Source: an optimization exercise on an open RTL-to-GDS flow (aim: small area, a short achievable clock period and few clock cycles). Production flows keep margins and buffers that such runs may drop. The RTL was checked by simulation tests, not by an equivalence proof against the original design.

## rpn_stack_evaluator
module rpn_stack_evaluator (
	input  logic                           clk,
	input  logic                           arst_n,
	input  logic                           s_tvalid,
	output logic                           s_tready,
	input  logic [rse_pkg::SYM_W-1:0]      s_tdata,    
	input  logic                           s_tlast,
	output logic                           m_tvalid,
	input  logic                           m_tready,
	output logic [rse_pkg::WORD_W-1:0]     m_tdata,    
	output logic                           m_tuser     
);
export LEC_CHECK = 0
export CAP_MARGIN = 20
export CORE_MARGIN = 2
export CORE_UTILIZATION = 40
export CTS_CLUSTER_DIAMETER = 100
export CTS_CLUSTER_SIZE = 25
export SLEW_MARGIN = 20
export TNS_END_PERCENT = 5
create_clock -name core_clock -period 10.0 [get_ports {clk}]
standard.sh (not shown) runs the stock make flow with config.mk's settings and CLKGATE_MAP_FILE= SYNTH_SCRIPT=/design/flow/synth_recipe.tcl, a recipe that flattens the netlist after the stock synthesis.
==> flow/flow/run.sh <==
#!/bin/bash
set -euo pipefail
bash standard.sh SETUP_SLACK_MARGIN=6 finish > flow_make.log 2>&1
The starting point ran to the end with no violations.
Testbench counts at the start, summed over its fixed seeds: cycles 45,572.
==> next run, changes <==
--- a/flow/config.mk
+++ b/flow/config.mk
@@ -11,3 +11,3 @@
 export CTS_CLUSTER_DIAMETER = 100
-export CTS_CLUSTER_SIZE = 25
+export CTS_CLUSTER_SIZE = 28
 export SLEW_MARGIN = 20
Final cell count hardly moves. Via count barely changes. Sequential share of layout area stays flat. Clock skew grows by 0.012 ns. Wire length hardly moves.
==> next run, changes <==
--- a/flow/config.mk
+++ b/flow/config.mk
@@ -11,4 +11,3 @@
 export CTS_CLUSTER_DIAMETER = 100
-export CTS_CLUSTER_SIZE = 28
+export CTS_CLUSTER_SIZE = 25
 export SLEW_MARGIN = 20
-export TNS_END_PERCENT = 5
After rerunning: The changed run ran to the end with no violations. Final cell count increases by 0.48%. Die area does not change.
==> next run, changes <==
==> flow/flow/run.sh (replaced) <==
#!/bin/bash
set -euo pipefail
bash standard.sh SETUP_SLACK_MARGIN=5.75 finish > flow_make.log 2>&1
--- a/flow/config.mk
+++ b/flow/config.mk
@@ -13 +13,2 @@
 export SLEW_MARGIN = 20
+export TNS_END_PERCENT = 5
Die area stays the same; global-route usage decreases by 0.22 points; worst setup slack degrades by 0.13 ns; final area decreases by 2.9%; core utilization goes down by 1.3 points; area after synthesis does not change; sequential share of layout area increases by 1.7 points; non-clock buffer count came out lower by 90.

---

Starting RTL as in the previous note.
clock: 10.0 ns
lec_check: 0
cap_margin: 20
core_margin: 2
core_utilization: 40
cts_cluster_diameter: 100
cts_cluster_size: 25
place_density: 0.7
slew_margin: 20
tns_end_percent: 5
==> flow/flow/run.sh <==
#!/bin/bash
set -euo pipefail
bash standard.sh SETUP_SLACK_MARGIN=6 finish > flow_make.log 2>&1
Testbench counts at the start, summed over its fixed seeds: cycles 45,572.
Next try:
==> flow/flow/run.sh (replaced) <==
#!/bin/bash
set -euo pipefail
bash standard.sh SETUP_SLACK_MARGIN=6.5 finish > flow_make.log 2>&1
PLACE_DENSITY = default   (was 0.7)
The changed run passed the timing, DRC and antenna checks.
Routed wire length climbs slightly.
Synthesized area is unchanged.
Register-to-register slack gets worse by 110 ps.
Hold slack gets worse by 9.6 ps.

---

old:
Starting RTL as in the previous note.
clock: 10.0 ns
lec_check: 0
cap_margin: 20
core_margin: 2
core_utilization: 40
cts_cluster_diameter: 100
cts_cluster_size: 25
place_density: 0.5
slew_margin: 20
tns_end_percent: 5
==> flow/flow/run.sh <==
#!/bin/bash
set -euo pipefail
bash standard.sh SETUP_SLACK_MARGIN=6 finish > flow_make.log 2>&1
Testbench counts of old, summed over its fixed seeds: cycles 45,572.
[inputs] new vs old
- setting SETUP_SLACK_MARGIN to 5 for the first time
- removing PLACE_DENSITY (formerly 0.5)
- removing TNS_END_PERCENT (formerly 5)
- changing CTS_CLUSTER_SIZE from 25 to 28
==> flow/run.sh (new file) <==
#!/bin/bash
# synth_recipe.tcl (not shown) runs the flow's synth.tcl, then flattens the netlist and writes it again
# the make line also repeats each setting of config.mk as NAME=value (left out here)
make -C /OpenROAD-flow-scripts/flow DESIGN_CONFIG=/design/flow/config.mk WORK_HOME=/design/flow/orfs CLKGATE_MAP_FILE= SYNTH_SCRIPT=/design/flow/synth_recipe.tcl finish
removed: flow/flow/run.sh
removed: flow/standard.sh
## What came out
Route | new vs old | wire shorter in new. Core util | new vs old | new lower.

## port drivers added, routing unchanged
Ports are ideal in the flow. The routed layouts listed here were re-timed in OpenROAD.
Step 1 (the two cells are an assumption about what drives the block):
set clk [get_ports {clk}]
set_driving_cell -lib_cell sky130_fd_sc_hd__clkbuf_16 $clk
set_driving_cell -lib_cell sky130_fd_sc_hd__buf_2 [delete_from_list [all_inputs] $clk]
Step 2 times the ports against the registers' clock, not the clock port: input delays grow and output delays shrink by t, the midpoint of the rising clock arrivals with the driver on.
Three values: no drivers, after step 1, after step 2; two values: the first two.
run	t (ns)	setup WS [ns]	hold WS [ns]	cell pins on the clock port's net
the first run of note 1	0.855	5.829 / 5.829 / 5.829	0.293 / 0.293 / 0.293	1
the second run of note 1	0.836	5.740 / 5.740 / 5.740	0.289 / 0.289 / 0.289	1
the third run of note 1	0.824	5.807 / 5.807 / 5.807	0.287 / 0.287 / 0.287	1
the fourth run of note 1	0.854	5.675 / 5.675 / 5.675	0.293 / 0.293 / 0.293	1
the first run of note 2	0.819	5.803 / 5.803 / 5.803	0.299 / 0.299 / 0.299	1
the second run of note 2	0.843	5.693 / 5.693 / 5.693	0.290 / 0.290 / 0.290	1
old	0.878	5.637 / 5.637 / 5.637	0.283 / 0.283 / 0.283	1
new	0.835	5.239 / 5.239 / 5.239	0.290 / 0.290 / 0.290	1
After both steps setup and hold are still met in every run listed.
